Source: an optimization exercise on an open RTL-to-GDS flow (aim: small area, a short achievable clock period and few clock cycles per item). Production flows keep margins and buffers that such runs may drop.
Function was checked by simulation only, so behaviour that the tests miss may differ from the original.
Power figures rest on the tool's default switching activity, not on a simulated workload.

==> flow/design.v <==
`default_nettype none
package nn_cfg_pkg;
    localparam int CFG_WORD_W = 256;
    localparam int CFG_ADDR_W = 17;
    localparam int LCOUNT_W    = 11;
    localparam int NINPUTS_W   = 10;
    localparam int SHIFT_W     = 5;
    localparam int CHUNK_LANES = 8;
    localparam int CHUNK_IDX_W = 10;
    localparam int CHUNK_WGT_W = 16;
    typedef logic [CFG_ADDR_W-1:0] cfg_addr_t;
    typedef struct packed {
        logic [LCOUNT_W-1:0] count;
        cfg_addr_t           location;
        logic [3:0]          reserved;
    } layer_hdr_t;
    typedef struct packed {
        logic [NINPUTS_W-1:0] ninputs;
        cfg_addr_t            lbase;
        cfg_addr_t            oloc;
        cfg_addr_t            nimap;
        cfg_addr_t            wimap;
        cfg_addr_t            neuron_table;
        logic [SHIFT_W-1:0]   neuron_shift;
        logic [SHIFT_W-1:0]   post_shift;
        logic [22:0]          unused;
    } neuron_tbl_t;
    typedef struct packed {
        logic [31:0]                                   unused_hi;
        logic [CHUNK_LANES-1:0][CHUNK_WGT_W-1:0]       weight;
        logic [15:0]                                   unused_mid;
        logic [CHUNK_LANES-1:0][CHUNK_IDX_W-1:0]       index;
    } chunk_word_t;
endpackage
`default_nettype wire
`default_nettype none
package nn_operand_pkg;
    localparam int LANES       = 8;   
    localparam int IN_W        = 24;
    localparam int W_W         = 16;  
    localparam int DATA_ADDR_W = 17;
    localparam int INDEX_W     = 10;  
    localparam int QUEUE_DEPTH = 4;
    localparam int QUEUE_PTR_W = $clog2(QUEUE_DEPTH);
    localparam int QUEUE_CNT_W = $clog2(QUEUE_DEPTH + 1);
    typedef logic [DATA_ADDR_W-1:0]            data_addr_t;
    typedef logic [LANES-1:0][DATA_ADDR_W-1:0] lane_addr_t;
    typedef logic [LANES-1:0][IN_W-1:0]        lane_in_t;
    typedef logic [LANES-1:0][W_W-1:0]         lane_wgt_t;
    typedef struct packed {
        lane_addr_t                              addr;
        lane_wgt_t                               weight;
        logic [9:0]                      ninputs_left;
        logic [16:0]                             neuron_table;
        logic [4:0]                      neuron_shift;
        logic [4:0]                      post_shift;
        data_addr_t                              oloc;
        logic [10:0]                     neuron_number;
    } chunk_t;
    typedef struct packed {
        lane_in_t                                inputs;
        lane_wgt_t                               weights;
        logic [16:0]                             neuron_table;
        logic [4:0]                      neuron_shift;
        logic [4:0]                      post_shift;
        data_addr_t                              oloc;
        logic [9:0]                      ninputs;
        logic [10:0]                     neuron_number;
    } operand_t;
endpackage
`default_nettype wire
`default_nettype none
module fetch_sequencer (
    input  logic                              clk,
    input  logic                              reset,
    input  logic                              i_start,
    input  nn_cfg_pkg::cfg_addr_t             i_table_base,
    input  logic [nn_cfg_pkg::CFG_WORD_W-1:0] i_cfg_data,
    input  logic                              i_stopin,
    input  logic                              i_layer_done,
    output nn_cfg_pkg::cfg_addr_t             o_cfg_addr,
    output nn_operand_pkg::lane_addr_t        o_data_addr,
    output logic                              o_push,
    output logic [127:0]                      o_weights,
    output logic [9:0]                        o_left,
    output logic [43:0]                       o_fields,
    output logic [10:0]                       o_number,
    output logic                              o_finish
);
    typedef enum logic [2:0] {
        S_IDLE,
        S_HDR,
        S_LAYER,
        S_TABLE,
        S_CHUNK,
        S_LAST
    } state_t;
    state_t state;
    nn_cfg_pkg::layer_hdr_t  hdr_word;
    nn_cfg_pkg::neuron_tbl_t tbl_word;
    logic        data_ok;      
    logic        push_q;
    logic        finish_q;
    logic [16:0] layer_ptr;    
    logic [10:0] layer_left;
    logic [16:0] neuron_ptr;   
    logic [10:0] number;       
    logic [10:0] nlast;        
    logic [16:0] chunk_ptr;    
    logic [9:0]  rem;          
    logic [9:0]  left_q;       
    logic [127:0] wgt_q;       
    logic [43:0] fields_q;
    logic [9:0]  lbase_lo;
    logic [6:0]  lbase_hi;
    logic [6:0]  lbase_hi1;    
    logic        issue;
    logic        last_chunk;
    logic        last_neuron;
    logic        last_layer;
    logic [16:0] loc_inc;
    logic [16:0] chunk_inc;
    assign hdr_word = i_cfg_data[31:0];
    assign tbl_word = i_cfg_data[127:0];
    assign issue       = (state == S_CHUNK) && data_ok && !i_stopin;
    assign last_chunk  = (rem[9:4] == 6'd0) && (!rem[3] || (rem[2:0] == 3'd0));
    assign last_neuron = (number == nlast);
    assign last_layer  = (layer_left == 11'd0);
    assign loc_inc     = hdr_word.location + 1'b1;
    assign chunk_inc   = chunk_ptr + 1'b1;
    always_comb
    begin
        o_cfg_addr = chunk_ptr;
        case (state)
            S_IDLE:  o_cfg_addr = i_table_base;
            S_HDR:   o_cfg_addr = hdr_word.location;
            S_LAYER: o_cfg_addr = hdr_word.location;
            S_TABLE: o_cfg_addr = tbl_word.wimap;
            S_CHUNK:
            begin
                if (issue)
                begin
                    if (!last_chunk)
                        o_cfg_addr = chunk_inc;
                    else if (!last_neuron)
                        o_cfg_addr = neuron_ptr;
                    else
                        o_cfg_addr = layer_ptr;
                end
            end
            default: o_cfg_addr = chunk_ptr;
        endcase
    end
    always_ff @(posedge clk or posedge reset)
    begin
        if (reset)
        begin
            state    <= S_IDLE;
            data_ok  <= 1'b0;
            push_q   <= 1'b0;
            finish_q <= 1'b0;
        end
        else
        begin
            push_q <= issue;
            if (i_layer_done)
                data_ok <= 1'b1;
            case (state)
                S_IDLE:
                begin
                    if (i_start)
                    begin
                        state    <= S_HDR;
                        data_ok  <= 1'b1;
                        finish_q <= 1'b0;
                    end
                end
                S_HDR:
                begin
                    if (hdr_word.count == 11'd0)
                    begin
                        state    <= S_IDLE;
                        finish_q <= 1'b1;
                    end
                    else
                        state <= S_LAYER;
                end
                S_LAYER:
                    state <= S_TABLE;
                S_TABLE:
                    state <= S_CHUNK;
                S_CHUNK:
                begin
                    if (issue && last_chunk)
                    begin
                        if (!last_neuron)
                            state <= S_TABLE;
                        else
                        begin
                            data_ok <= 1'b0;
                            state   <= last_layer ? S_LAST : S_LAYER;
                        end
                    end
                end
                S_LAST:
                begin
                    if (i_layer_done)
                    begin
                        state    <= S_IDLE;
                        finish_q <= 1'b1;
                    end
                end
                default:
                    state <= S_IDLE;
            endcase
        end
    end
    always_ff @(posedge clk)
    begin
        wgt_q  <= i_cfg_data[223:96];
        left_q <= rem;
        case (state)
            S_HDR:
            begin
                layer_ptr  <= loc_inc;
                layer_left <= hdr_word.count - 1'b1;
            end
            S_LAYER:
            begin
                neuron_ptr <= loc_inc;
                nlast      <= hdr_word.count - 1'b1;
                number     <= 11'h7ff;
            end
            S_TABLE:
            begin
                chunk_ptr <= tbl_word.wimap;
                rem       <= tbl_word.ninputs;
                number    <= number + 1'b1;
                fields_q  <= {tbl_word.neuron_table, tbl_word.neuron_shift,
                              tbl_word.post_shift, tbl_word.oloc};
                lbase_lo  <= tbl_word.lbase[9:0];
                lbase_hi  <= tbl_word.lbase[16:10];
                lbase_hi1 <= tbl_word.lbase[16:10] + 1'b1;
            end
            S_CHUNK:
            begin
                if (issue)
                begin
                    chunk_ptr <= chunk_inc;
                    rem[9:3]  <= rem[9:3] - 1'b1;
                    if (last_chunk && !last_neuron)
                        neuron_ptr <= neuron_ptr + 1'b1;
                    if (last_chunk && last_neuron)
                    begin
                        layer_ptr  <= layer_ptr + 1'b1;
                        layer_left <= layer_left - 1'b1;
                    end
                end
            end
            default:
            begin
            end
        endcase
    end
    logic [135:0] lane_addr;
    always_comb
    begin
        for (int l = 0; l < 8; l++)
        begin
            logic [10:0] lo;
            lo = {1'b0, lbase_lo} + {1'b0, i_cfg_data[l*10 +: 10]};
            lane_addr[l*17 +: 17] = {lo[10] ? lbase_hi1 : lbase_hi, lo[9:0]};
        end
    end
    assign o_data_addr = lane_addr;
    assign o_push      = push_q;
    assign o_weights   = wgt_q;
    assign o_left      = left_q;
    assign o_fields    = fields_q;
    assign o_number    = number;
    assign o_finish    = finish_q;
endmodule
`default_nettype wire
`default_nettype none
module operand_gather (
    input  nn_operand_pkg::lane_in_t  i_data,
    input  logic [127:0]              i_weights,
    input  logic [9:0]                i_left,
    input  logic [43:0]               i_fields,    
    input  logic [10:0]               i_number,
    output nn_operand_pkg::operand_t  o_operand
);
    logic [191:0] lane_in;
    logic [127:0] lane_wgt;
    logic [191:0] data_flat;
    assign data_flat = i_data;
    always_comb
    begin
        for (int l = 0; l < 8; l++)
        begin
            if ((i_left[9:3] != 7'd0) || (i_left[2:0] > l[2:0]))
            begin
                lane_in[l*24 +: 24]  = data_flat[l*24 +: 24];
                lane_wgt[l*16 +: 16] = i_weights[l*16 +: 16];
            end
            else
            begin
                lane_in[l*24 +: 24]  = '0;
                lane_wgt[l*16 +: 16] = '0;
            end
        end
    end
    assign o_operand = {lane_in, lane_wgt, i_fields, i_left, i_number};
endmodule
`default_nettype wire
`default_nettype none
module neuron_fetch_top (
    input  logic                              clk,
    input  logic                              reset,
    input  logic                              i_start,
    input  nn_cfg_pkg::cfg_addr_t             i_table_base,
    output nn_cfg_pkg::cfg_addr_t             o_cfg_addr,
    input  logic [nn_cfg_pkg::CFG_WORD_W-1:0] i_cfg_data,
    output nn_operand_pkg::lane_addr_t        o_data_addr,
    input  nn_operand_pkg::lane_in_t          i_data,
    input  logic                              i_stopin,
    input  logic                              i_layer_done,
    output logic                              o_push,
    output nn_operand_pkg::operand_t          o_operand,
    output logic                              o_finish
);
    logic [127:0] wgt;
    logic [9:0]   left;
    logic [43:0]  fields;
    logic [10:0]  number;
    fetch_sequencer u_sequencer (
        .clk          (clk),
        .reset        (reset),
        .i_start      (i_start),
        .i_table_base (i_table_base),
        .i_cfg_data   (i_cfg_data),
        .i_stopin     (i_stopin),
        .i_layer_done (i_layer_done),
        .o_cfg_addr   (o_cfg_addr),
        .o_data_addr  (o_data_addr),
        .o_push       (o_push),
        .o_weights    (wgt),
        .o_left       (left),
        .o_fields     (fields),
        .o_number     (number),
        .o_finish     (o_finish)
    );
    operand_gather u_gather (
        .i_data    (i_data),
        .i_weights (wgt),
        .i_left    (left),
        .i_fields  (fields),
        .i_number  (number),
        .o_operand (o_operand)
    );
endmodule
`default_nettype wire
==> flow/run.sh <==
#!/bin/bash
# synth_recipe.tcl (not shown) runs the flow's synth.tcl, then flattens the netlist and writes it again
# the make line also repeats each setting of config.mk as NAME=value (left out here)
make -C /OpenROAD-flow-scripts/flow DESIGN_CONFIG=/design/flow/config.mk WORK_HOME=/design/flow/orfs CLKGATE_MAP_FILE= SYNTH_SCRIPT=/design/flow/synth_recipe.tcl finish
==> flow/config.mk <==
export PLATFORM = sky130hd
export DESIGN_NAME = neuron_fetch_top
export DESIGN_NICKNAME = neuron_fetch_top
export VERILOG_FILES = /design/flow/design.v
export SDC_FILE = /design/flow/constraint.sdc
export NUM_CORES = 4
export LEC_CHECK = 0
export CAP_MARGIN = 20
export CORE_MARGIN = 2
export CORE_UTILIZATION = 40
export SLEW_MARGIN = 20
==> flow/constraint.sdc <==
create_clock -name core_clock -period 6.5 [get_ports {clk}]
set_input_delay 1.3000 -clock core_clock [delete_from_list [all_inputs] [get_ports {clk}]]
set_output_delay 1.3000 -clock core_clock [all_outputs]
set_load 0.01 [all_outputs]
==> impl_results.rst, run 1 <==
.. list-table::
   :header-rows: 1

   * - Metric
     - Value
   * - Post-synthesis sequential area ratio
     - 43.35%
   * - Standard-cell rows
     - 77
   * - Commonest cells in the synthesized netlist
     - 206 x sky130_fd_sc_hd__and2_1, 162 x sky130_fd_sc_hd__edfxtp_1, 144 x sky130_fd_sc_hd__nand2_1, 138 x sky130_fd_sc_hd__dfxtp_1, 126 x sky130_fd_sc_hd__nor2b_1
   * - Top-area cell type share of the netlist area
     - 27.11%
   * - Run status
     - did not finish
   * - Chip width
     - 215.8 um
   * - Synth Register Bits
     - 306
   * - Initial standard-cell utilization of the core
     - 40.57%
   * - Vert. Die Dim
     - 215.8 um
   * - Post-synthesis async set-or-reset flop share
     - 1.961%
   * - Stage reached
     - 3_2_place_iop
   * - Cell taking the most area after synthesis
     - sky130_fd_sc_hd__edfxtp_1
   * - Syn_nets
     - 2380
   * - Synthesis Warnings
     - 2
   * - Primary flip-flop cell chosen by synthesis mapping
     - sky130_fd_sc_hd__edfxtp_1
   * - Syn Std Cell Area
     - 17940 um2
   * - Post-synth EDFFs
     - 162
   * - Netlist cell types
     - 77
   * - Largest cells by area after synthesis
     - sky130_fd_sc_hd__edfxtp_1 27%, sky130_fd_sc_hd__dfxtp_1 15%, sky130_fd_sc_hd__and2_1 7.2%, sky130_fd_sc_hd__ha_1 6.3%, sky130_fd_sc_hd__xnor2_1 5.2%
   * - Error message
     - [ERROR PPL-0024] Number of IO pins (1010) exceeds maximum number of available positions (776). Increase the die perimeter from 863.16um to 1373.60um.
   * - Cell with the most instances after synthesis
     - sky130_fd_sc_hd__and2_1
   * - Gate count of the mapped netlist
     - 1812
   * - Post-synthesis area per instance
     - 9.902 um2
==> kinds of logic after synthesis <==
group                    share of synthesized area, %
AND/OR/NAND/NOR                                 21.79
AO/OA/AOI/OAI                                   12.07
flip-flops                                      43.35
XOR/XNOR                                        7.796
buffers and inverters                           2.629
adder cells (fa/ha/maj)                         7.169
multiplexers                                    5.195
Testbench counts, summed over its fixed seeds: cycles 4,284, items 2,745.
==> run 2: changes to the inputs <==
--- a/flow/config.mk
+++ b/flow/config.mk
@@ -8,4 +8,4 @@
 export CAP_MARGIN = 20
-export CORE_MARGIN = 2
-export CORE_UTILIZATION = 40
+export CORE_AREA = 2 2 348 348
+export DIE_AREA = 0 0 350 350
 export SLEW_MARGIN = 20
==> run 2 against run 1 <==
Compared with the run above:
- now clean on timing, DRC and antenna
- synthesized cell count stayed put
- synthesized area stayed put
==> impl_results.rst, run 2 <==
.. list-table::
   :header-rows: 1

   * - Metric
     - Value
   * - Post-CTS setup repair buffer count
     - 0
   * - Max FO, Critical Path
     - 7
   * - Netlist cell types
     - 77 (unchanged)
   * - WL final
     - 144.8 mm
   * - Vias per cell
     - 4.190
   * - Startpoint type of the worst setup path
     - input port
   * - Iteration-0 DRC Markers
     - 1517
   * - Post-layout minimum cycle time
     - 6.213 ns
   * - Pin slew with the least headroom to its limit
     - 1.216 ns
   * - Layout cells sized above 1
     - 7.706%
   * - Worst path required time
     - 5.20 ns
   * - Post-synthesis sequential area ratio
     - 43.35% (unchanged)
   * - Portion of the clock cycle consumed by the worst path in the final layout
     - 95.58%
   * - Type of element capturing the critical path
     - output port
   * - Standard-cell rows
     - 126 (+64%)
   * - Reg power frac
     - 30.6%
   * - RSZ-0062 raised after global routing
     - no
   * - Area growth from synthesis to layout
     - 73.86%
   * - Net count reported at finish
     - 3364
   * - Power per Cell Area
     - 262.8 nW/um2
   * - Static power due to leakage
     - 11.35 nW
   * - Sinks on Clock Net
     - 306
   * - Worst EP arrival
     - 4.91 ns
   * - CTS root buffer
     - sky130_fd_sc_hd__clkbuf_16
   * - Vert. Die Dim
     - 350 um (+62%)
   * - Maximum buffer depth of the clock tree
     - 3
   * - # resized after CTS
     - 0
   * - DRT antenna net count
     - 0
   * - Cell with the most instances after synthesis
     - sky130_fd_sc_hd__and2_1
   * - Switching share of total power
     - 36.64%
   * - Post-synth EDFFs
     - 162 (unchanged)
   * - Largest net degree at the start of global routing
     - 69
   * - Gate count of the mapped netlist
     - 1812 (unchanged)
   * - Initial standard-cell utilization of the core
     - 15.15% (-25 points)
   * - Register name with the most flops
     - u_sequencer.wgt_q
   * - Number of global-route vias before repair
     - 17720
   * - Fill count
     - 12560
   * - Portion of total power attributed to the clock network
     - 29.8%
   * - Post-Route Skew
     - 0.03747 ns
   * - Cell taking the most area after synthesis
     - sky130_fd_sc_hd__edfxtp_1
   * - Chip width
     - 350 um (+62%)
   * - Detailed Routing Iterations Pass 1
     - 5
   * - Buffers added on ports
     - 973
   * - Clock insertion delay at the later pin of the skew report
     - 0.61 ns
   * - Final Slew Violations
     - 0
   * - Wire length of the first global-routing pass
     - 179.1 mm
   * - Routability congestion estimate from global placement
     - 0.9457
   * - Synthesis Warnings
     - 2 (unchanged)
   * - Fmax
     - 0.1610 GHz
   * - Overall track demand over capacity in global routing
     - 22.49%
   * - Commonest cells in the synthesized netlist
     - 206 x sky130_fd_sc_hd__and2_1, 162 x sky130_fd_sc_hd__edfxtp_1, 144 x sky130_fd_sc_hd__nand2_1, 138 x sky130_fd_sc_hd__dfxtp_1, 126 x sky130_fd_sc_hd__nor2b_1
   * - Class of the tightest hold or removal check
     - flop to flop
   * - Wire length per cell after detailed routing
     - 32.61 um
   * - Worst-path clk slew
     - 0.06 ns
   * - Count of endpoints failing hold in the final timing report
     - 0
   * - Largest cells by area after synthesis
     - sky130_fd_sc_hd__edfxtp_1 27%, sky130_fd_sc_hd__dfxtp_1 15%, sky130_fd_sc_hd__and2_1 7.2%, sky130_fd_sc_hd__ha_1 6.3%, sky130_fd_sc_hd__xnor2_1 5.2%
   * - Count of boundary I/O pins
     - 1010
   * - Die outline area
     - 122500 um2
   * - Syn_nets
     - 2380 (unchanged)
   * - DPL Wire Length
     - 126.2 mm
   * - NetSw
     - 0.003004 W
   * - DRC violations left
     - 0
   * - Post-synthesis async set-or-reset flop share
     - 1.961% (unchanged)
   * - Most frequent cells in the layout
     - 972 x sky130_fd_sc_hd__clkdlybuf4s50_1, 206 x sky130_fd_sc_hd__and2_1, 162 x sky130_fd_sc_hd__edfxtp_1
   * - Most common library cell in the layout ignoring fill and taps
     - sky130_fd_sc_hd__clkdlybuf4s50_1
   * - Run status
     - complete, no violations
   * - Grt total ovfl
     - 0
   * - Max-Slew Margin vs Limit
     - 18.60%
   * - # setup viols final
     - 0
   * - Max reg flops
     - 128
   * - Post-synthesis area per instance
     - 9.902 um2 (unchanged)
   * - Clock tree from TritonCTS
     - yes
   * - Max-cap check violation count
     - 0
   * - # H-tree levels
     - 2
   * - Syn Std Cell Area
     - 17940 um2 (unchanged)
   * - Internal portion of total power
     - 0.005194 W
   * - Primary flip-flop cell chosen by synthesis mapping
     - sky130_fd_sc_hd__edfxtp_1
   * - Overall power
     - 0.008198 W
   * - Maximum vdd ir drop
     - 0.0002869 V
   * - Combinational share of power
     - 39.6%
   * - Via count
     - 18600
   * - Critical Setup Path Class
     - input port to output port
   * - Largest registers
     - u_sequencer.wgt_q x128, u_sequencer.fields_q x44
   * - Number of antenna violations at the first check in global routing
     - 55
   * - Number of hold-repair buffers added at the cts stage
     - 0
   * - Number of CTS-inserted buffers
     - 42
   * - Synth Register Bits
     - 306 (unchanged)
   * - Setup TNS
     - 0 ns
   * - Area of the core
     - 118400 um2
   * - Top-area cell type share of the netlist area
     - 27.11% (unchanged)
## run 2: cell counts after synthesis
No cell type changed its count.
## run 2: final cells by class
| cell class | instances | area (um2) | share of cell area (%) |
|---|---|---|---|
| Antenna cell | 10 | 25.02 | 0.08022 |
| Clock buffer | 54 | 1167 | 3.742 |
| Clock inverter | 23 | 244.0 | 0.7821 |
| Inverter | 40 | 152.6 | 0.4893 |
| Multi-Input combinational cell | 1390 | 9757 | 31.28 |
| Sequential cell | 306 | 7777 | 24.93 |
| Tap cell | 1600 | 2002 | 6.417 |
| Timing Repair Buffer | 1016 | 10070 | 32.28 |
## run 2: kinds of logic (layout without fill, tap and decap cells)
| kind of cell | Yosys count | in the layout | synth area share, % |
|---|---|---|---|
| simple gates | 725 | 725 | 21.79 |
| compound gates | 323 | 323 | 12.07 |
| flops | 306 | 306 | 43.35 |
| xor+xnor | 158 | 158 | 7.796 |
| buf+inv | 116 | 1133 | 2.629 |
| fa+ha+maj | 98 | 98 | 7.169 |
| mux | 86 | 86 | 5.195 |
| other cells | 0 | 10 | 0 |
## run 2: path summary, 6_finish.rpt
kind,start,to,slack (ns),depth (start not counted)
max reg2reg,u_sequencer.state[1]$_DFFE_PP0P_,u_sequencer.fields_q[13]$_DFFE_PP_,3.04,6
min reg2reg,u_sequencer.rem[1]$_DFFE_PP_,u_sequencer.left_q[1]$_DFF_P_,0.38,0
min in group asynchronous,reset,u_sequencer.push_q$_DFF_PP0_,0.97,2
max,i_cfg_data[10],o_data_addr[33],0.29,10
min,u_sequencer.rem[1]$_DFFE_PP_,u_sequencer.left_q[1]$_DFF_P_,0.38,0
max in group asynchronous,reset,u_sequencer.state[0]$_DFFE_PP0P_,5.26,2
## run 2: power by group through the flow
stage | combinational [W] | clock (W) | sequential (W)
2_1_floorplan | 0.00146 | 0 | 0.00250
3_3_place_gp | 0.00322 | 0 | 0.00254
3_5_place_dp | 0.00324 | 0 | 0.00255
4_1_cts | 0.00326 | 0.00252 | 0.00251
5_1_grt | 0.00344 | 0.00257 | 0.00254
6_report | 0.00324 | 0.00244 | 0.00251
## run 2: worst max-delay path, cell delays in order
cell and delay, ns:
sky130_fd_sc_hd__clkdlybuf4s50_1 0.58, sky130_fd_sc_hd__ha_1 0.32, sky130_fd_sc_hd__fa_1 0.40, sky130_fd_sc_hd__a21o_1 0.19
sky130_fd_sc_hd__a21oi_1 0.28, sky130_fd_sc_hd__o21ai_1 0.17, sky130_fd_sc_hd__a311oi_1 0.40, sky130_fd_sc_hd__o21bai_2 0.35
sky130_fd_sc_hd__mux2_2 0.34, sky130_fd_sc_hd__clkdlybuf4s50_1 0.54
## run 2: routing by layer
metal  routed length (um)  part of all wire (%)  up-vias  GRT usage [%]
met4                 8746                   6.0       52          12.10
met3                17350                    12      215          10.37
met5                  328                  0.23        -              0
met2                62810                    43      989          34.40
met1                55520                    38     8965          26.05
li1                     -                     -     8379              -
## run 2: metrics by stage
step	util, %	area [um2]	cells	worst slack [ns]	hold WS, ns
floorplan	-	17940	1812	1.922	0.3481
global placement	25.13	29750	4351	0.2747	0.3537
detailed placement	25.13	29760	4352	0.2854	0.3640
CTS	26.32	31170	4429	0.2651	0.3780
global route	26.34	31180	4433	0.08617	0.3867
finish	26.35	31190	4439	0.2875	0.3805
==> run 3: changes to the inputs <==
--- a/flow/design.v
+++ b/flow/design.v
@@ -104,9 +104,8 @@
     logic [16:0] layer_ptr;    
-    logic [10:0] layer_left;
+    logic [10:0] layer_left;   
     logic [16:0] neuron_ptr;   
     logic [10:0] number;       
-    logic [10:0] nlast;        
+    logic [10:0] ncount;       
     logic [16:0] chunk_ptr;    
     logic [9:0]  rem;          
-    logic [9:0]  left_q;       
     logic [127:0] wgt_q;       
@@ -120,4 +119,6 @@
     logic        last_layer;
-    logic [16:0] loc_inc;
     logic [16:0] chunk_inc;
+    logic [10:0] number_inc;
+    logic [16:0] neuron_inc;
+    logic [16:0] layer_inc;
     assign hdr_word = i_cfg_data[31:0];
@@ -126,6 +127,8 @@
     assign last_chunk  = (rem[9:4] == 6'd0) && (!rem[3] || (rem[2:0] == 3'd0));
-    assign last_neuron = (number == nlast);
-    assign last_layer  = (layer_left == 11'd0);
-    assign loc_inc     = hdr_word.location + 1'b1;
+    assign number_inc  = number + 1'b1;
+    assign last_neuron = (number_inc == ncount);
+    assign last_layer  = (layer_left == 11'd1);
     assign chunk_inc   = chunk_ptr + 1'b1;
+    assign neuron_inc  = neuron_ptr + 1'b1;
+    assign layer_inc   = layer_ptr + 1'b1;
     always_comb
@@ -145,5 +148,5 @@
                     else if (!last_neuron)
-                        o_cfg_addr = neuron_ptr;
+                        o_cfg_addr = neuron_inc;
                     else
-                        o_cfg_addr = layer_ptr;
+                        o_cfg_addr = layer_inc;
                 end
@@ -219,4 +222,3 @@
     begin
-        wgt_q  <= i_cfg_data[223:96];
-        left_q <= rem;
+        wgt_q <= i_cfg_data[223:96];
         case (state)
@@ -224,4 +226,4 @@
             begin
-                layer_ptr  <= loc_inc;
-                layer_left <= hdr_word.count - 1'b1;
+                layer_ptr  <= hdr_word.location;
+                layer_left <= hdr_word.count;
             end
@@ -229,4 +231,4 @@
             begin
-                neuron_ptr <= loc_inc;
-                nlast      <= hdr_word.count - 1'b1;
+                neuron_ptr <= hdr_word.location;
+                ncount     <= hdr_word.count;
                 number     <= 11'h7ff;
@@ -237,3 +239,3 @@
                 rem       <= tbl_word.ninputs;
-                number    <= number + 1'b1;
+                number    <= number_inc;
                 fields_q  <= {tbl_word.neuron_table, tbl_word.neuron_shift,
@@ -251,6 +253,6 @@
                     if (last_chunk && !last_neuron)
-                        neuron_ptr <= neuron_ptr + 1'b1;
+                        neuron_ptr <= neuron_inc;
                     if (last_chunk && last_neuron)
                     begin
-                        layer_ptr  <= layer_ptr + 1'b1;
+                        layer_ptr  <= layer_inc;
                         layer_left <= layer_left - 1'b1;
@@ -277,3 +279,3 @@
     assign o_weights   = wgt_q;
-    assign o_left      = left_q;
+    assign o_left      = {rem[9:3] + 1'b1, rem[2:0]};
     assign o_fields    = fields_q;
==> flow/flow/run.sh (new file) <==
#!/bin/bash
# The standard layout, with the smallest buffer on every input and output
# port instead of the default port buffer.
set -euo pipefail
export BUFFER_PORTS_ARGS="-buffer_cell sky130_fd_sc_hd__buf_1"
bash standard.sh > standard_make.log 2>&1
==> flow/standard.sh (new file) <==
#!/bin/bash
# synth_recipe.tcl (not shown) runs the flow's synth.tcl, then flattens the netlist and writes it again
# the make line also repeats each setting of config.mk as NAME=value (left out here)
make -C /OpenROAD-flow-scripts/flow DESIGN_CONFIG=/design/flow/config.mk WORK_HOME=/design/flow/orfs CLKGATE_MAP_FILE= SYNTH_SCRIPT=/design/flow/synth_recipe.tcl "${@:-finish}"
removed: flow/run.sh
==> run 3 against run 2 <==
Compared with the run above:
- still clean
- maximum frequency is 6.6% higher
- via count is 2.9% lower
- critical path depth is 3 higher
- clock power is 11% higher
- clock-buffer cell count is 2 higher
- global-route usage is 1.1 points lower
- cell area is 21% lower
- critical path type unchanged
==> impl_results.rst, run 3 <==
.. list-table::
   :header-rows: 1

   * - Metric
     - Value
   * - Run status
     - complete, no violations
   * - Clock tree from TritonCTS
     - yes
   * - CTS root buffer
     - sky130_fd_sc_hd__clkbuf_16
   * - R2R depth
     - 10 (+4)
   * - Largest registers
     - u_sequencer.wgt_q x128, u_sequencer.fields_q x44
   * - Sinks on Clock Net
     - 296 (-3.3%)
   * - Maximum buffer depth of the clock tree
     - 3 (unchanged)
   * - Initial standard-cell utilization of the core
     - 14.60% (-0.56 points)
   * - Chip width
     - 350 um (unchanged)
   * - Via count
     - 18070 (-2.9%)
   * - Net count reported at finish
     - 3316 (-1.4%)
   * - Max reg flops
     - 128 (unchanged)
   * - # resized after CTS
     - 0 (unchanged)
   * - Most common library cell in the layout ignoring fill and taps
     - sky130_fd_sc_hd__buf_1
   * - Reg power frac
     - 30.2% (-0.4 points)
   * - Portion of total power attributed to the clock network
     - 30.4% (+0.6 points)
   * - Static power due to leakage
     - 8.900 nW (-22%)
   * - Post-Route Skew
     - 0.02612 ns (-0.01136 ns)
   * - Internal portion of total power
     - 0.005185 W (-0.17%)
   * - Worst reg2reg path endpoint
     - u_sequencer.layer_ptr[12]$_DFFE_PP_
   * - Portion of the clock cycle consumed by the worst path in the final layout
     - 89.68% (-5.9 points)
   * - Max-Slew Margin vs Limit
     - 26.69% (+8.1 points)
   * - Die outline area
     - 122500 um2 (unchanged)
   * - Grt total ovfl
     - 0 (unchanged)
   * - Register name with the most flops
     - u_sequencer.wgt_q
   * - Primary flip-flop cell chosen by synthesis mapping
     - sky130_fd_sc_hd__edfxtp_1
   * - Worst-path clk slew
     - 0.07 ns (about the same)
   * - Overall track demand over capacity in global routing
     - 21.39% (-1.1 points)
   * - Max-cap check violation count
     - 0 (unchanged)
   * - Buffers added on ports
     - 973 (unchanged)
   * - Critical Setup Path Class
     - input port to output port
   * - Post-layout minimum cycle time
     - 5.829 ns (-0.3834 ns)
   * - Number of CTS-inserted buffers
     - 44 (+4.8%)
   * - Final Slew Violations
     - 0 (unchanged)
   * - Largest cells by area after synthesis
     - sky130_fd_sc_hd__edfxtp_1 28%, sky130_fd_sc_hd__dfxtp_1 15%, sky130_fd_sc_hd__and2_1 7.4%, sky130_fd_sc_hd__ha_1 6.4%, sky130_fd_sc_hd__nor2b_1 5.2%
   * - Area growth from synthesis to layout
     - 42.71%
   * - Synth Register Bits
     - 296 (-3.3%)
   * - Gate count of the mapped netlist
     - 1771 (-2.3%)
   * - Netlist cell types
     - 63 (-18%)
   * - Routability congestion estimate from global placement
     - 0.8963 (-5.2%)
   * - Top-area cell type share of the netlist area
     - 28.15% (+1.0 points)
   * - Syn Std Cell Area
     - 17280 um2 (-3.7%)
   * - Number of global-route vias before repair
     - 16740 (-5.6%)
   * - Wire length of the first global-routing pass
     - 169.7 mm (-5.2%)
   * - WL final
     - 137.8 mm (-4.8%)
   * - # setup viols final
     - 0 (unchanged)
   * - Cell taking the most area after synthesis
     - sky130_fd_sc_hd__edfxtp_1
   * - Standard-cell rows
     - 126 (unchanged)
   * - Setup TNS
     - 0 ns (unchanged)
   * - Vias per cell
     - 4.108 (-2.0%)
   * - Number of hold-repair buffers added at the cts stage
     - 0 (unchanged)
   * - Vert. Die Dim
     - 350 um (unchanged)
   * - Post-synthesis sequential area ratio
     - 43.85% (+0.50 points)
   * - Max FO, Critical Path
     - 7 (unchanged)
   * - Most frequent cells in the layout
     - 949 x sky130_fd_sc_hd__buf_1, 205 x sky130_fd_sc_hd__and2_1, 162 x sky130_fd_sc_hd__edfxtp_1
   * - Cell with the most instances after synthesis
     - sky130_fd_sc_hd__and2_1
   * - # H-tree levels
     - 2 (unchanged)
   * - Count of boundary I/O pins
     - 1010 (unchanged)
   * - Combinational share of power
     - 39.4% (-0.2 points)
   * - NetSw
     - 0.003746 W (+25%)
   * - Fmax
     - 0.1716 GHz (+6.6%)
   * - Iteration-0 DRC Markers
     - 1749 (+15%)
   * - Number of antenna violations at the first check in global routing
     - 78 (+42%)
   * - Syn_nets
     - 2338 (-1.8%)
   * - Detailed Routing Iterations Pass 1
     - 5 (unchanged)
   * - Number of non-filler instances in the completed layout
     - 4398 (-0.92%)
   * - Final worst hold slack
     - 0.5954 ns (+0.2149 ns)
   * - Area of the core
     - 118400 um2 (unchanged)
   * - Startpoint type of the worst setup path
     - input port
   * - Clock insertion delay at the later pin of the skew report
     - 0.63 ns (+0.02 ns)
   * - Class of the tightest hold or removal check
     - input port to async pin
   * - Post-synthesis async set-or-reset flop share
     - 2.027% (+0.066 points)
   * - Type of element capturing the critical path
     - output port
   * - Worst EP arrival
     - 4.53 ns (-0.38 ns)
   * - Commonest cells in the synthesized netlist
     - 205 x sky130_fd_sc_hd__and2_1, 162 x sky130_fd_sc_hd__edfxtp_1, 143 x sky130_fd_sc_hd__nor2b_1, 134 x sky130_fd_sc_hd__nand2_1, 128 x sky130_fd_sc_hd__dfxtp_1
   * - Maximum vdd ir drop
     - 0.0001922 V (-33%)
   * - Count of endpoints failing hold in the final timing report
     - 0 (unchanged)
   * - DRC violations left
     - 0 (unchanged)
   * - DPL Wire Length
     - 120.4 mm (-4.6%)
   * - Synthesis Warnings
     - 2 (unchanged)
   * - Worst path required time
     - 5.20 ns (about the same)
   * - RSZ-0062 raised after global routing
     - no
   * - Pin slew with the least headroom to its limit
     - 1.097 ns (-0.1184 ns)
   * - Power per Cell Area
     - 362.2 nW/um2 (+38%)
   * - Switching share of total power
     - 41.94% (+5.3 points)
   * - Placed Cells
     - 4302 (-1.1%)
   * - Post-synthesis area per instance
     - 9.758 um2 (-1.5%)
   * - Setup slack of the most critical reg-to-reg path
     - 2.20 ns (-0.84 ns)
   * - Post-synth EDFFs
     - 162 (unchanged)
   * - Layout cells sized above 1
     - 8.010% (+0.30 points)
   * - Largest net degree at the start of global routing
     - 73 (+5.8%)
   * - Fill count
     - 13210 (+5.2%)
   * - DRT antenna net count
     - 0 (unchanged)
   * - Post-CTS setup repair buffer count
     - 0 (unchanged)
   * - Startpoint of the worst-slack reg-to-reg timing path
     - u_sequencer.number[0]$_SDFFCE_PN1P_
   * - Wire length per cell after detailed routing
     - 31.34 um (-3.9%)
## run 3: kinds of logic after synthesis
logic type	synth area share [%]
adders and majority gates	7.370
xor gates and xnor gates	7.667
DFF	43.85
AOI/OAI and AO/OA	10.45
and+or+nand+nor	21.32
muxes	5.785
buffers and inverters	3.562
## run 3: through the flow
step | power [W] | setup slack, ns | util [%] | area (um2)
after floorplan | 0.004570 | 1.824 | - | 17280
after detailed placement | 0.006257 | 0.7639 | 19.42 | 23000
final | 0.008932 | 0.6709 | 20.83 | 24660
after global placement | 0.006223 | 0.7817 | 19.42 | 23000
after CTS | 0.009027 | 0.6004 | 20.79 | 24610
after global routing | 0.009357 | 0.4553 | 20.81 | 24640
## run 3: worst max-delay path by stage
stage,startpoint,slack [ns],to,cells past startpoint
5_1_grt,u_sequencer.lbase_lo[0]$_DFFE_PP_,0.46,o_data_addr[132],12
6_report,i_cfg_data[30],0.67,o_data_addr[66],13
3_3_place_gp,i_cfg_data[30],0.78,o_data_addr[64],13
3_5_place_dp,i_cfg_data[30],0.76,o_data_addr[64],13
4_1_cts,u_sequencer.lbase_lo[0]$_DFFE_PP_,0.60,o_data_addr[132],12
2_1_floorplan,i_cfg_data[30],1.82,o_data_addr[61],11
## run 3: layout make-up
class | instances | area, um2 | area share (%)
timing repair buffer | 1013 | 4063 | 16.47
antenna | 14 | 35.03 | 0.1421
sequential | 296 | 7577 | 30.72
tap | 1600 | 2002 | 8.117
inverter | 65 | 244.0 | 0.9893
multi-input combinational | 1329 | 9126 | 37.00
clock inverter | 25 | 344.1 | 1.395
clock buffer | 56 | 1271 | 5.154
## run 3: worst max-delay path, cell delays in order
cell,delay (ns)
sky130_fd_sc_hd__buf_1,0.28
sky130_fd_sc_hd__ha_1,0.23
sky130_fd_sc_hd__inv_1,0.05
sky130_fd_sc_hd__fa_1,0.41
sky130_fd_sc_hd__nor2b_1,0.14
sky130_fd_sc_hd__o21ai_0,0.10
sky130_fd_sc_hd__a21boi_0,0.25
sky130_fd_sc_hd__o21ai_0,0.15
sky130_fd_sc_hd__a21oi_1,0.27
sky130_fd_sc_hd__o21ai_0,0.17
sky130_fd_sc_hd__a21oi_2,0.61
sky130_fd_sc_hd__mux2_2,0.42
sky130_fd_sc_hd__buf_1,0.13
## run 3: per-layer routing
layer / track usage (%) / part of all wire (%) / vias to the layer above
met2: 30.57 / 41 / 1039
met5: 1.491 / 0.57 / -
met3: 14.19 / 16 / 218
met4: 6.008 / 3.0 / 86
met1: 25.76 / 39 / 8673
li1: - / - / 8049
## run 3: power groups by stage
| stage | combinational (W) | clock (W) | sequential, W |
|---|---|---|---|
| 3_3_place_gp | 0.00350 | 0 | 0.00272 |
| 4_1_cts | 0.00355 | 0.00278 | 0.00270 |
| 6_report | 0.00352 | 0.00271 | 0.00270 |
| 2_1_floorplan | 0.00195 | 0 | 0.00262 |
| 5_1_grt | 0.00379 | 0.00283 | 0.00273 |
| 3_5_place_dp | 0.00352 | 0 | 0.00273 |
Testbench counts of run 3, summed over its fixed seeds: cycles 4,284, items 2,745.
==> run 4: changes to the inputs <==
--- a/flow/config.mk
+++ b/flow/config.mk
@@ -7,2 +7,3 @@
 export LEC_CHECK = 0
+export ABC_CLOCK_PERIOD_IN_PS = 2500
 export CAP_MARGIN = 20
@@ -10,2 +11,3 @@
 export DIE_AREA = 0 0 350 350
+export SETUP_SLACK_MARGIN = 2.0
 export SLEW_MARGIN = 20
==> run 4 against run 3 <==
Compared with the run above:
- still clean
- flip-flop and latch count did not move
- maximum frequency grew 18%
- synthesized cell count is the same
- wire length increased by 3.8%
- via count up 4.6%
- synthesized area is the same
- first-iteration DRC count is 15% lower
- non-clock buffer count grew 138
- highest routed layer unchanged
==> impl_results.rst, run 4 <==
.. list-table::
   :header-rows: 1

   * - Metric
     - Value
   * - Run status
     - complete, no violations
   * - Post-synth EDFFs
     - 162 (unchanged)
   * - Grt total ovfl
     - 0 (unchanged)
   * - Post-layout minimum cycle time
     - 4.938 ns (-0.8911 ns)
   * - Maximum buffer depth of the clock tree
     - 3 (unchanged)
   * - Post-route cell area
     - 27480 um2 (+11%)
   * - Worst path required time
     - 5.20 ns (about the same)
   * - Gate count of the mapped netlist
     - 1771 (unchanged)
   * - WL final
     - 143.0 mm (+3.8%)
   * - Worst EP arrival
     - 3.64 ns (-0.89 ns)
   * - Portion of the clock cycle consumed by the worst path in the final layout
     - 75.97% (-14 points)
   * - Die outline area
     - 122500 um2 (unchanged)
   * - Startpoint of the worst-slack reg-to-reg timing path
     - u_sequencer.number[2]$_SDFFCE_PN1P_
   * - Overall track demand over capacity in global routing
     - 22.18% (+0.79 points)
   * - Buffers added on ports
     - 973 (unchanged)
   * - Register name with the most flops
     - u_sequencer.wgt_q
   * - Largest registers
     - u_sequencer.wgt_q x128, u_sequencer.fields_q x44
   * - Type of element capturing the critical path
     - output port
   * - Power per Cell Area
     - 341.9 nW/um2 (-5.6%)
   * - Max-Slew Margin vs Limit
     - 29.23% (+2.5 points)
   * - Syn Std Cell Area
     - 17280 um2 (unchanged)
   * - Critical Setup Path Class
     - input port to output port
   * - Wire length per cell after detailed routing
     - 31.49 um (+0.48%)
   * - Fmax
     - 0.2025 GHz (+18%)
   * - Final worst hold slack
     - 0.5923 ns (-0.003047 ns)
   * - Cell taking the most area after synthesis
     - sky130_fd_sc_hd__edfxtp_1
   * - Layout cells sized above 1
     - 21.55% (+14 points)
   * - Max-cap check violation count
     - 0 (unchanged)
   * - Synthesis Warnings
     - 2 (unchanged)
   * - Number of global-route vias before repair
     - 17850 (+6.6%)
   * - Netlist cell types
     - 63 (unchanged)
   * - Most common library cell in the layout ignoring fill and taps
     - sky130_fd_sc_hd__buf_1
   * - Iteration-0 DRC Markers
     - 1480 (-15%)
   * - Count of boundary I/O pins
     - 1010 (unchanged)
   * - DPL Wire Length
     - 121.9 mm (+1.3%)
   * - Final Slew Violations
     - 0 (unchanged)
   * - CTS root buffer
     - sky130_fd_sc_hd__clkbuf_16
   * - Net count reported at finish
     - 3456 (+4.2%)
   * - Clock insertion delay at the later pin of the skew report
     - 0.60 ns (-0.03 ns)
   * - Largest net degree at the start of global routing
     - 72 (-1.4%)
   * - # setup viols final
     - 0 (unchanged)
   * - Initial standard-cell utilization of the core
     - 14.60% (unchanged)
   * - Post-synthesis sequential area ratio
     - 43.85% (unchanged)
   * - Number of antenna violations at the first check in global routing
     - 93 (+19%)
   * - Post-synthesis async set-or-reset flop share
     - 2.027% (unchanged)
   * - Sinks on Clock Net
     - 296 (unchanged)
   * - Maximum vdd ir drop
     - 0.0001858 V (-3.4%)
   * - Largest cells by area after synthesis
     - sky130_fd_sc_hd__edfxtp_1 28%, sky130_fd_sc_hd__dfxtp_1 15%, sky130_fd_sc_hd__and2_1 7.4%, sky130_fd_sc_hd__ha_1 6.4%, sky130_fd_sc_hd__nor2b_1 5.2%
   * - Cell area after placement
     - 23290 um2 (+1.3%)
   * - Hold Path Origin
     - u_sequencer.finish_q$_DFFE_PP0P_
   * - Count of endpoints failing hold in the final timing report
     - 0 (unchanged)
   * - Top-area cell type share of the netlist area
     - 28.15% (unchanged)
   * - Startpoint type of the worst setup path
     - input port
   * - Area of the core
     - 118400 um2 (unchanged)
   * - Clock tree from TritonCTS
     - yes
   * - Detailed Routing Iterations Pass 1
     - 5 (unchanged)
   * - Vias per cell
     - 4.161 (+1.3%)
   * - Commonest cells in the synthesized netlist
     - 205 x sky130_fd_sc_hd__and2_1, 162 x sky130_fd_sc_hd__edfxtp_1, 143 x sky130_fd_sc_hd__nor2b_1, 134 x sky130_fd_sc_hd__nand2_1, 128 x sky130_fd_sc_hd__dfxtp_1
   * - Most frequent cells in the layout
     - 845 x sky130_fd_sc_hd__buf_1, 204 x sky130_fd_sc_hd__and2_1, 164 x sky130_fd_sc_hd__buf_4
   * - Setup TNS
     - 0 ns (unchanged)
   * - Max FO, Critical Path
     - 3 (-4)
   * - Pin slew with the least headroom to its limit
     - 1.058 ns (-0.03969 ns)
   * - Overall power
     - 0.009395 W (+5.2%)
   * - # H-tree levels
     - 2 (unchanged)
   * - Area growth from synthesis to layout
     - 59.01%
   * - Primary flip-flop cell chosen by synthesis mapping
     - sky130_fd_sc_hd__edfxtp_1
   * - DRC violations left
     - 0 (unchanged)
   * - Fill count
     - 12940 (-2.0%)
   * - Routability congestion estimate from global placement
     - 0.8897 (-0.74%)
   * - Standard-cell rows
     - 126 (unchanged)
   * - Synth Register Bits
     - 296 (unchanged)
   * - Static power due to leakage
     - 10.34 nW (+16%)
   * - Post-Route Skew
     - 0.01813 ns (-0.007992 ns)
   * - Via count
     - 18900 (+4.6%)
   * - Syn_nets
     - 2338 (unchanged)
   * - Pre-CTS setup slack
     - 0.8475 ns (+0.08357 ns)
   * - Chip width
     - 350 um (unchanged)
   * - Origin of the worst setup path
     - i_cfg_data[70]
   * - Final WS setup
     - 1.562 ns (+0.8911 ns)
   * - Vert. Die Dim
     - 350 um (unchanged)
   * - Number of CTS-inserted buffers
     - 40 (-9.1%)
   * - Wire length of the first global-routing pass
     - 176.7 mm (+4.1%)
   * - DRT antenna net count
     - 0 (unchanged)
   * - Max reg flops
     - 128 (unchanged)
   * - Class of the tightest hold or removal check
     - flop to flop
   * - Worst-path clk slew
     - 0.06 ns (about the same)
   * - Setup slack of the most critical reg-to-reg path
     - 3.09 ns (+0.89 ns)
   * - Post-synthesis area per instance
     - 9.758 um2 (unchanged)
   * - Cell with the most instances after synthesis
     - sky130_fd_sc_hd__and2_1
   * - RSZ-0062 raised after global routing
     - yes
-- run 4: cell count changes in the layout (fill, tap and decap cells not counted), moves of 12 or more --
cell and delta:
sky130_fd_sc_hd__o21ai_2 +38, sky130_fd_sc_hd__clkbuf_2 +20, sky130_fd_sc_hd__a21oi_4 +14, sky130_fd_sc_hd__buf_12 +20
sky130_fd_sc_hd__mux2_4 +59, sky130_fd_sc_hd__buf_1 -104, sky130_fd_sc_hd__mux2_2 -56, sky130_fd_sc_hd__o21ai_0 -45
sky130_fd_sc_hd__buf_4 +102, sky130_fd_sc_hd__buf_2 +32, sky130_fd_sc_hd__a21oi_2 +23, sky130_fd_sc_hd__buf_6 +63
sky130_fd_sc_hd__a21oi_1 -34, sky130_fd_sc_hd__ha_1 -12
-- run 4: cell families after synthesis --
kind of cell	count (synthesis)	share of synthesized area, %
AND/OR/NAND/NOR	688	21.32
multiplexers	92	5.785
flip-flops	296	43.85
adder cells (fa/ha/maj)	97	7.370
AO/OA/AOI/OAI	308	10.45
buffers and inverters	146	3.562
XOR/XNOR	144	7.667
-- run 4: repair_timing --
action / 4_1_cts / 5_1_grt
gates cloned: 5 / 1
hold buffers: 0 / 0
pin swaps: 81 / 101
buffers inserted: 98 / 42
gates resized for setup: 264 / 203
setup endpoints to repair: 343 / 251
-- run 4: critical path: stages --
cell and delay, ns:
sky130_fd_sc_hd__buf_1 0.09, sky130_fd_sc_hd__ha_2 0.20, sky130_fd_sc_hd__inv_2 0.04, sky130_fd_sc_hd__fa_2 0.44, sky130_fd_sc_hd__nor2b_4 0.17, sky130_fd_sc_hd__o21ai_4 0.09
sky130_fd_sc_hd__a21boi_2 0.20, sky130_fd_sc_hd__o21ai_2 0.09, sky130_fd_sc_hd__a21oi_2 0.17, sky130_fd_sc_hd__o21ai_2 0.09, sky130_fd_sc_hd__a21oi_4 0.17, sky130_fd_sc_hd__buf_12 0.13
sky130_fd_sc_hd__mux2_4 0.33, sky130_fd_sc_hd__buf_6 0.13
-- run 4: power by group --
| part | internal (W) | switching [W] | total [W] |
|---|---|---|---|
| logic | 0.00174 | 0.00265 | 0.00439 |
| registers | 0.00238 | 0.000299 | 0.00268 |
| clock network | 0.00136 | 0.000971 | 0.00233 |
-- run 4: layer usage --
metal	part of all wire [%]	vias to the layer above	global-route usage, %	routed length, um
li1	-	8343	-	-
met1	40	9189	26.96	56600
met2	42	1041	32.69	60630
met3	15	229	13.66	21310
met4	2.7	98	5.199	3861
met5	0.43	-	1.413	609
-- run 4: final cells by class --
cell class                 instances  area (um2)  area share (%)
antenna                           23       57.56          0.2095
clock buffer                      51        1124           4.089
clock inverter                    21       231.5          0.8424
inverter                          65       247.7          0.9016
multi-input combinational       1335       10340           37.64
sequential                       296        7580           27.58
tap                             1600        2002           7.285
timing repair buffer            1151        5894           21.45
-- run 4: worst paths after layout --
| kind | end | depth (start not counted) |
|---|---|---|
| hold / removal | u_sequencer.finish_q$_DFFE_PP0P_ | 2 |
| hold reg to reg | u_sequencer.finish_q$_DFFE_PP0P_ | 2 |
| setup reg to reg | u_sequencer.layer_left[1]$_DFFE_PP_ | 11 |
| max in group asynchronous | u_sequencer.state[0]$_DFFE_PP0P_ | 2 |
| setup / recovery | o_data_addr[135] | 14 |
| min in group asynchronous | u_sequencer.push_q$_DFF_PP0_ | 2 |
-- run 4: through the flow --
step                cells  utilization, %
CTS                  4476           22.31
finish               4542           23.21
floorplan            1771               -
detailed placement   4301           19.67
global route         4534           23.19
global placement     4300           19.66
==> run 5: changes to the inputs <==
--- a/flow/design.v
+++ b/flow/design.v
@@ -84,2 +84,3 @@
     output logic [127:0]                      o_weights,
+    output logic [7:0]                        o_lanes,
     output logic [9:0]                        o_left,
@@ -107,5 +108,8 @@
     logic [10:0] number;       
-    logic [10:0] ncount;       
+    logic [10:0] nlast;        
     logic [16:0] chunk_ptr;    
     logic [9:0]  rem;          
+    logic        last_chunk;   
+    logic        last_neuron;  
+    logic [7:0]  lanes_q;      
     logic [127:0] wgt_q;       
@@ -116,5 +120,2 @@
     logic        issue;
-    logic        last_chunk;
-    logic        last_neuron;
-    logic        last_layer;
     logic [16:0] chunk_inc;
@@ -123,35 +124,30 @@
     logic [16:0] layer_inc;
+    logic [16:0] next_addr;
+    logic [16:0] hold_addr;
+    logic [7:0]  lanes;
+    logic [127:0] wgt_in;
     assign hdr_word = i_cfg_data[31:0];
     assign tbl_word = i_cfg_data[127:0];
-    assign issue       = (state == S_CHUNK) && data_ok && !i_stopin;
-    assign last_chunk  = (rem[9:4] == 6'd0) && (!rem[3] || (rem[2:0] == 3'd0));
-    assign number_inc  = number + 1'b1;
-    assign last_neuron = (number_inc == ncount);
-    assign last_layer  = (layer_left == 11'd1);
-    assign chunk_inc   = chunk_ptr + 1'b1;
-    assign neuron_inc  = neuron_ptr + 1'b1;
-    assign layer_inc   = layer_ptr + 1'b1;
+    assign issue      = (state == S_CHUNK) && data_ok && !i_stopin;
+    assign number_inc = number + 1'b1;
+    assign chunk_inc  = chunk_ptr + 1'b1;
+    assign neuron_inc = neuron_ptr + 1'b1;
+    assign layer_inc  = layer_ptr + 1'b1;
     always_comb
     begin
-        o_cfg_addr = chunk_ptr;
+        if (!last_chunk)
+            next_addr = chunk_inc;
+        else if (!last_neuron)
+            next_addr = neuron_inc;
+        else
+            next_addr = layer_inc;
         case (state)
-            S_IDLE:  o_cfg_addr = i_table_base;
-            S_HDR:   o_cfg_addr = hdr_word.location;
-            S_LAYER: o_cfg_addr = hdr_word.location;
-            S_TABLE: o_cfg_addr = tbl_word.wimap;
-            S_CHUNK:
-            begin
-                if (issue)
-                begin
-                    if (!last_chunk)
-                        o_cfg_addr = chunk_inc;
-                    else if (!last_neuron)
-                        o_cfg_addr = neuron_inc;
-                    else
-                        o_cfg_addr = layer_inc;
-                end
-            end
-            default: o_cfg_addr = chunk_ptr;
+            S_IDLE:  hold_addr = i_table_base;
+            S_HDR:   hold_addr = hdr_word.location;
+            S_LAYER: hold_addr = hdr_word.location;
+            S_TABLE: hold_addr = tbl_word.wimap;
+            default: hold_addr = chunk_ptr;
         endcase
     end
+    assign o_cfg_addr = issue ? next_addr : hold_addr;
     always_ff @(posedge clk or posedge reset)
@@ -203,3 +199,3 @@
                             data_ok <= 1'b0;
-                            state   <= last_layer ? S_LAST : S_LAYER;
+                            state   <= (layer_left == 11'd0) ? S_LAST : S_LAYER;
                         end
@@ -220,5 +216,14 @@
     end
+    always_comb
+    begin
+        for (int l = 0; l < 8; l++)
+        begin
+            lanes[l] = (rem[9:3] != 7'd0) || (rem[2:0] > l[2:0]);
+            wgt_in[l*16 +: 16] = lanes[l] ? i_cfg_data[96 + l*16 +: 16] : 16'd0;
+        end
+    end
     always_ff @(posedge clk)
     begin
-        wgt_q <= i_cfg_data[223:96];
+        wgt_q   <= wgt_in;
+        lanes_q <= lanes;
         case (state)
@@ -227,3 +232,3 @@
                 layer_ptr  <= hdr_word.location;
-                layer_left <= hdr_word.count;
+                layer_left <= hdr_word.count - 1'b1;
             end
@@ -232,3 +237,3 @@
                 neuron_ptr <= hdr_word.location;
-                ncount     <= hdr_word.count;
+                nlast      <= hdr_word.count - 1'b1;
                 number     <= 11'h7ff;
@@ -237,10 +242,12 @@
             begin
-                chunk_ptr <= tbl_word.wimap;
-                rem       <= tbl_word.ninputs;
-                number    <= number_inc;
-                fields_q  <= {tbl_word.neuron_table, tbl_word.neuron_shift,
-                              tbl_word.post_shift, tbl_word.oloc};
-                lbase_lo  <= tbl_word.lbase[9:0];
-                lbase_hi  <= tbl_word.lbase[16:10];
-                lbase_hi1 <= tbl_word.lbase[16:10] + 1'b1;
+                chunk_ptr   <= tbl_word.wimap;
+                rem         <= tbl_word.ninputs;
+                last_chunk  <= (tbl_word.ninputs <= 10'd8);
+                number      <= number_inc;
+                last_neuron <= (number_inc == nlast);
+                fields_q    <= {tbl_word.neuron_table, tbl_word.neuron_shift,
+                                tbl_word.post_shift, tbl_word.oloc};
+                lbase_lo    <= tbl_word.lbase[9:0];
+                lbase_hi    <= tbl_word.lbase[16:10];
+                lbase_hi1   <= tbl_word.lbase[16:10] + 1'b1;
             end
@@ -250,4 +257,5 @@
                 begin
-                    chunk_ptr <= chunk_inc;
-                    rem[9:3]  <= rem[9:3] - 1'b1;
+                    chunk_ptr  <= chunk_inc;
+                    rem[9:3]   <= rem[9:3] - 1'b1;
+                    last_chunk <= (rem <= 10'd16);
                     if (last_chunk && !last_neuron)
@@ -279,2 +287,3 @@
     assign o_weights   = wgt_q;
+    assign o_lanes     = lanes_q;
     assign o_left      = {rem[9:3] + 1'b1, rem[2:0]};
@@ -289,2 +298,3 @@
     input  logic [127:0]              i_weights,
+    input  logic [7:0]                i_lanes,
     input  logic [9:0]                i_left,
@@ -295,3 +305,2 @@
     logic [191:0] lane_in;
-    logic [127:0] lane_wgt;
     logic [191:0] data_flat;
@@ -301,16 +310,5 @@
         for (int l = 0; l < 8; l++)
-        begin
-            if ((i_left[9:3] != 7'd0) || (i_left[2:0] > l[2:0]))
-            begin
-                lane_in[l*24 +: 24]  = data_flat[l*24 +: 24];
-                lane_wgt[l*16 +: 16] = i_weights[l*16 +: 16];
-            end
-            else
-            begin
-                lane_in[l*24 +: 24]  = '0;
-                lane_wgt[l*16 +: 16] = '0;
-            end
-        end
+            lane_in[l*24 +: 24] = i_lanes[l] ? data_flat[l*24 +: 24] : 24'd0;
     end
-    assign o_operand = {lane_in, lane_wgt, i_fields, i_left, i_number};
+    assign o_operand = {lane_in, i_weights, i_fields, i_left, i_number};
 endmodule
@@ -334,2 +332,3 @@
     logic [127:0] wgt;
+    logic [7:0]   lanes;
     logic [9:0]   left;
@@ -349,2 +348,3 @@
         .o_weights    (wgt),
+        .o_lanes      (lanes),
         .o_left       (left),
@@ -357,2 +357,3 @@
         .i_weights (wgt),
+        .i_lanes   (lanes),
         .i_left    (left),
==> flow/flow/run.sh (replaced) <==
#!/bin/bash
# The standard layout, except:
#  - the smallest buffer on every input and output port instead of the
#    default port buffer;
#  - synthesis leaves adders to abc as plain gates (no full/half-adder cells).
set -euo pipefail
export BUFFER_PORTS_ARGS="-buffer_cell sky130_fd_sc_hd__buf_1"
export ADDER_MAP_FILE=
bash standard.sh > standard_make.log 2>&1
--- a/flow/config.mk
+++ b/flow/config.mk
@@ -7,7 +7,5 @@
 export LEC_CHECK = 0
-export ABC_CLOCK_PERIOD_IN_PS = 2500
 export CAP_MARGIN = 20
-export CORE_AREA = 2 2 348 348
+export CORE_AREA = 75 75 275 275
 export DIE_AREA = 0 0 350 350
-export SETUP_SLACK_MARGIN = 2.0
 export SLEW_MARGIN = 20
==> run 5 against run 4 <==
Compared with the run above:
- still clean on timing, DRC and antenna
- via count shrank 0.24%
- worst hold slack lost 0.041 ns
- cell area shrank 16%
- clock power shrank 6%
- clock-buffer cell count shrank 1
- power shrank 5.7%
- synthesized area grew 2.0%
- non-clock buffer count shrank 149
- sequential share of layout area grew 6.4 points
- register-to-register slack lost 0.08 ns
- highest routed layer unchanged
==> impl_results.rst, run 5 <==
.. list-table::
   :header-rows: 1

   * - Metric
     - Value
   * - Run status
     - complete, no violations
   * - DRT antenna net count
     - 0 (unchanged)
   * - Fmax
     - 0.1794 GHz (-11%)
   * - Worst path required time
     - 5.20 ns (about the same)
   * - Cell taking the most area after synthesis
     - sky130_fd_sc_hd__edfxtp_1
   * - Number of hold-repair buffers added at the cts stage
     - 0 (unchanged)
   * - Detailed Routing Iterations Pass 1
     - 7 (+2)
   * - Cell with the largest stage delay on the worst path
     - sky130_fd_sc_hd__buf_1
   * - # H-tree levels
     - 2 (unchanged)
   * - Power per Cell Area
     - 385.7 nW/um2 (+13%)
   * - Iteration-0 DRC Markers
     - 1707 (+15%)
   * - Syn Std Cell Area
     - 17630 um2 (+2.0%)
   * - Placed Cells
     - 3244 (-25%)
   * - Crit-path cells
     - buf_1, a31oi_1, o32ai_1, nor3b_1, a41o_1, maj3_1, maj3_2, mux2_2, buf_1
   * - Synth Register Bits
     - 306 (+3.4%)
   * - # setup viols final
     - 0 (unchanged)
   * - Gate count of the mapped netlist
     - 1861 (+5.1%)
   * - Post-synthesis sequential area ratio
     - 44.22% (+0.37 points)
   * - Startpoint of the worst-slack reg-to-reg timing path
     - u_sequencer.rem[3]$_DFFE_PP_
   * - Count of boundary I/O pins
     - 1010 (unchanged)
   * - Synthesized-area fraction occupied by xor and xnor cells
     - 12.02% (+4.4 points)
   * - Post-synth EDFFs
     - 164 (+1.2%)
   * - Endpoint, Worst Hold
     - u_sequencer.data_ok$_DFF_PP0_
   * - Number of stages on the worst hold path
     - 1 (-1)
   * - R2R depth
     - 8 (-3)
   * - Standard-cell rows
     - 73 (-42%)
   * - Vias per cell
     - 5.645 (+36%)
   * - RSZ-0062 raised after global routing
     - no
   * - Fill count
     - 3761 (-71%)
   * - Number of antenna violations at the first check in global routing
     - 132 (+42%)
   * - GRT met1 Usage
     - 20.43% (-6.5 points)
   * - Maximum vdd ir drop
     - 0.0002242 V (+21%)
   * - Post-Route Skew
     - 0.009972 ns (-0.008154 ns)
   * - Max FO, Critical Path
     - 7 (+4)
   * - Sinks on Clock Net
     - 306 (+3.4%)
   * - Startpoint type of the worst setup path
     - input port
   * - Synthesis Warnings
     - 2 (unchanged)
   * - Post-CTS setup repair buffer count
     - 0 (-100%)
   * - Largest registers
     - u_sequencer.wgt_q x128, u_sequencer.fields_q x44
   * - Worst-path clk slew
     - 0.06 ns (about the same)
   * - Pin slew with the least headroom to its limit
     - 1.122 ns (+0.06426 ns)
   * - Primary flip-flop cell chosen by synthesis mapping
     - sky130_fd_sc_hd__edfxtp_1
   * - Grt total ovfl
     - 0 (unchanged)
   * - Post-synthesis area per instance
     - 9.476 um2 (-2.9%)
   * - Commonest cells in the synthesized netlist
     - 291 x sky130_fd_sc_hd__and2_1, 165 x sky130_fd_sc_hd__xnor2_1, 164 x sky130_fd_sc_hd__edfxtp_1, 136 x sky130_fd_sc_hd__dfxtp_1, 127 x sky130_fd_sc_hd__nand2_1
   * - Largest cells by area after synthesis
     - sky130_fd_sc_hd__edfxtp_1 28%, sky130_fd_sc_hd__dfxtp_1 15%, sky130_fd_sc_hd__and2_1 10%, sky130_fd_sc_hd__xnor2_1 8.2%, sky130_fd_sc_hd__xor2_1 3.8%
   * - Syn_nets
     - 2331 (-0.30%)
   * - Origin of the worst setup path
     - i_cfg_data[11]
   * - Max-cap check violation count
     - 0 (unchanged)
   * - Buffers added on ports
     - 973 (unchanged)
   * - Class of the tightest hold or removal check
     - flop to flop
   * - Most common library cell in the layout ignoring fill and taps
     - sky130_fd_sc_hd__buf_1
   * - Vert. Die Dim
     - 350 um (unchanged)
   * - Clock insertion delay at the later pin of the skew report
     - 0.54 ns (-0.06 ns)
   * - Chip width
     - 350 um (unchanged)
   * - Top-area cell type share of the netlist area
     - 27.93% (-0.22 points)
   * - Gr busiest metal
     - met2
   * - Main combinational cell family by area after synthesis
     - simple AND/OR/NAND/NOR gates
   * - Layout cells sized above 1
     - 5.312% (-16 points)
   * - Cell with the most instances after synthesis
     - sky130_fd_sc_hd__and2_1
   * - Type of element capturing the critical path
     - output port
   * - WL final
     - 168.4 mm (+18%)
   * - Slowest Stage Delay on Critical Path
     - 0.44 ns (about the same)
   * - Fraction of synthesized area in multiplexers
     - 3.342% (-2.4 points)
   * - Number of CTS-inserted buffers
     - 37 (-7.5%)
   * - GR Layer Usage met3
     - 18.16% (+4.5 points)
   * - Area growth from synthesis to layout
     - 30.25%
   * - Adder-Cell Fraction of Synth Area
     - 2.469% (-4.9 points)
   * - Cell with the most instances on the worst path
     - sky130_fd_sc_hd__buf_1
   * - Hold Path Origin
     - u_sequencer.data_ok$_DFF_PP0_
   * - Static power due to leakage
     - 7.859 nW (-24%)
   * - # resized after CTS
     - 0 (-100%)
   * - Area of the core
     - 39550 um2 (-67%)
   * - Number of non-filler instances in the completed layout
     - 3340 (-26%)
   * - Max reg flops
     - 128 (unchanged)
   * - DPL Wire Length
     - 153.2 mm (+26%)
   * - Max-Slew Margin vs Limit
     - 25.21% (-4.0 points)
   * - Wire length of the first global-routing pass
     - 202.5 mm (+15%)
   * - Overall track demand over capacity in global routing
     - 23.23% (+1.1 points)
   * - DRC violations left
     - 0 (unchanged)
   * - Worst reg2reg path endpoint
     - u_sequencer.wgt_q[22]$_SDFF_PN0_
   * - Largest net degree at the start of global routing
     - 77 (+6.9%)
   * - Setup slack of the most critical reg-to-reg path
     - 3.01 ns (-0.08 ns)
   * - Area share of and/or/nand/nor cells after synthesis
     - 21.38% (+0.056 points)
   * - Compound-cell area share of the yosys netlist
     - 12.69% (+2.2 points)
   * - Post-layout minimum cycle time
     - 5.576 ns (+0.6375 ns)
   * - Most frequent cells in the layout
     - 973 x sky130_fd_sc_hd__buf_1, 291 x sky130_fd_sc_hd__and2_1, 165 x sky130_fd_sc_hd__xnor2_1
   * - Portion of the clock cycle consumed by the worst path in the final layout
     - 85.78% (+9.8 points)
   * - Critical Setup Path Class
     - input port to output port
   * - Met2 layer usage reported by global route
     - 41.14% (+8.4 points)
   * - Maximum buffer depth of the clock tree
     - 3 (unchanged)
   * - Clock tree from TritonCTS
     - yes
   * - Final Slew Violations
     - 0 (unchanged)
   * - Worst EP arrival
     - 4.28 ns (+0.64 ns)
   * - Die outline area
     - 122500 um2 (unchanged)
   * - Count of endpoints failing hold in the final timing report
     - 0 (unchanged)
   * - Setup TNS
     - 0 ns (unchanged)
   * - Netlist cell types
     - 70 (+11%)
   * - Number of global-route vias before repair
     - 16820 (-5.8%)
   * - Routability congestion estimate from global placement
     - 0.9552 (+7.4%)
   * - Via count
     - 18850 (-0.24%)
   * - Net count reported at finish
     - 3228 (-6.6%)
   * - Post-synthesis async set-or-reset flop share
     - 1.961% (-0.066 points)
   * - Wire length per cell after detailed routing
     - 50.41 um (+60%)
   * - Initial standard-cell utilization of the core
     - 44.59% (+30 points)
   * - CTS root buffer
     - sky130_fd_sc_hd__clkbuf_16
   * - Register name with the most flops
     - u_sequencer.wgt_q
run 5: cell types whose count changed after synthesis, sizes merged, moves of 24 or more:
| cell | delta |
|---|---|
| a21o | -24 |
| clkbuf | +59 |
| maj3 | +43 |
| xnor2 | +88 |
| ha | -89 |
| nor2b | -94 |
| mux2 | -32 |
| inv | -37 |
| and2 | +86 |
| a211oi | +30 |
run 5: how the worst max path moves through the flow:
stage | end | slack (ns) | cells after the start
finish | o_data_addr[29] | 0.92 | 9
global route | o_data_addr[113] | 0.75 | 8
CTS | o_data_addr[113] | 0.98 | 8
detailed placement | o_data_addr[64] | 0.99 | 9
global placement | o_data_addr[29] | 0.98 | 9
floorplan | o_data_addr[93] | 1.81 | 8
run 5: power breakdown:
group | switching (W) | total [W] | internal (W) | leakage [nW]
registers | 0.000321 | 0.00281 | 0.00249 | 2.70
logic | 0.00272 | 0.00386 | 0.00115 | 4.53
clock network | 0.000848 | 0.00218 | 0.00133 | 0.634
total | 0.00389 | 0.00886 | 0.00497 | 7.86
run 5: cell type report:
type	count	area, um2	area share, %
sequential	306	7799	33.95
clock inverter	17	197.7	0.8607
multi-input combinational	1383	9185	39.99
tap	525	656.9	2.860
timing repair buffer	1002	3870	16.85
inverter	28	105.1	0.4576
antenna	29	72.57	0.3159
clock buffer	50	1084	4.717
run 5: metrics by stage:
step                total power [W]  hold WS [ns]  worst slack [ns]  cell area (um2)  util, %
CTS                        0.008956        0.5429            0.9768            22900    57.89
global route               0.009354        0.5716            0.7508            22930    57.98
detailed placement         0.006760        0.5274            0.9922            21620    54.66
finish                     0.008859        0.5515            0.9245            22970    58.08
floorplan                  0.004830        0.4985             1.807            17630        -
global placement           0.006712        0.5271            0.9847            21620    54.66
run 5: metal layers:
layer | vias up | share of wire (%)
met2 | 1196 | 50
met5 | - | 0.40
met4 | 102 | 2.4
met3 | 349 | 17
met1 | 8921 | 30
li1 | 8286 | -
run 5: cell families (layout without fill, tap and decap cells):
group,count (synthesis),after routing
other,0,29
flip-flops,306,306
adder cells (fa/ha/maj),43,43
XOR/XNOR,242,242
AO/OA/AOI/OAI,350,350
buffers and inverters,172,1097
multiplexers,55,55
AND/OR/NAND/NOR,693,693
run 5: critical path: cells and delay by family:
family	cells	cell delay, ns
multiplexers	1	0.36
AND/OR/NAND/NOR	1	0.43
AO/OA/AOI/OAI	3	0.76
adder cells (fa/ha/maj)	2	0.73
buffers and inverters	2	0.68
Testbench counts of run 5, summed over its fixed seeds: cycles 4,284, items 2,745.

separate check: timing with driven ports:
How much do the figures lean on ideal ports? The routed layouts below were timed once more, with nothing changed but the port constraints. Step 1 (the two cells are an assumption about what drives the block):
set clk [get_ports {clk}]
set_driving_cell -lib_cell sky130_fd_sc_hd__clkbuf_16 $clk
set_driving_cell -lib_cell sky130_fd_sc_hd__buf_2 [delete_from_list [all_inputs] $clk]
Step 2 adds t to the input delays and takes it off the output delays; t is the mean of the earliest and latest rising clock arrival at the registers after step 1. Input paths then give back, and output paths get back, about the clock's delay inside the block. Slacks: no drivers / after step 1 / after step 2; pairs: no drivers / after step 1.
run	shift t [ns]	setup WS [ns]	worst setup path at the end	worst register clock-pin slew, ns
run 2	0.668	0.287 / 0.219 / 0.219	input to output	0.06 / 0.06
run 3	0.681	0.671 / 0.647 / 0.647	input to output	0.07 / 0.07
run 4	0.658	1.562 / 1.538 / 1.538	input to output	0.07 / 0.07
run 5	0.582	0.924 / 0.743 / 0.743	input to output	0.07 / 0.07
After both steps every run listed still meets setup and hold. For run 5, which loses most, drivers alone change the setup slack by -0.181 ns; drivers and shift together by -0.181 ns.
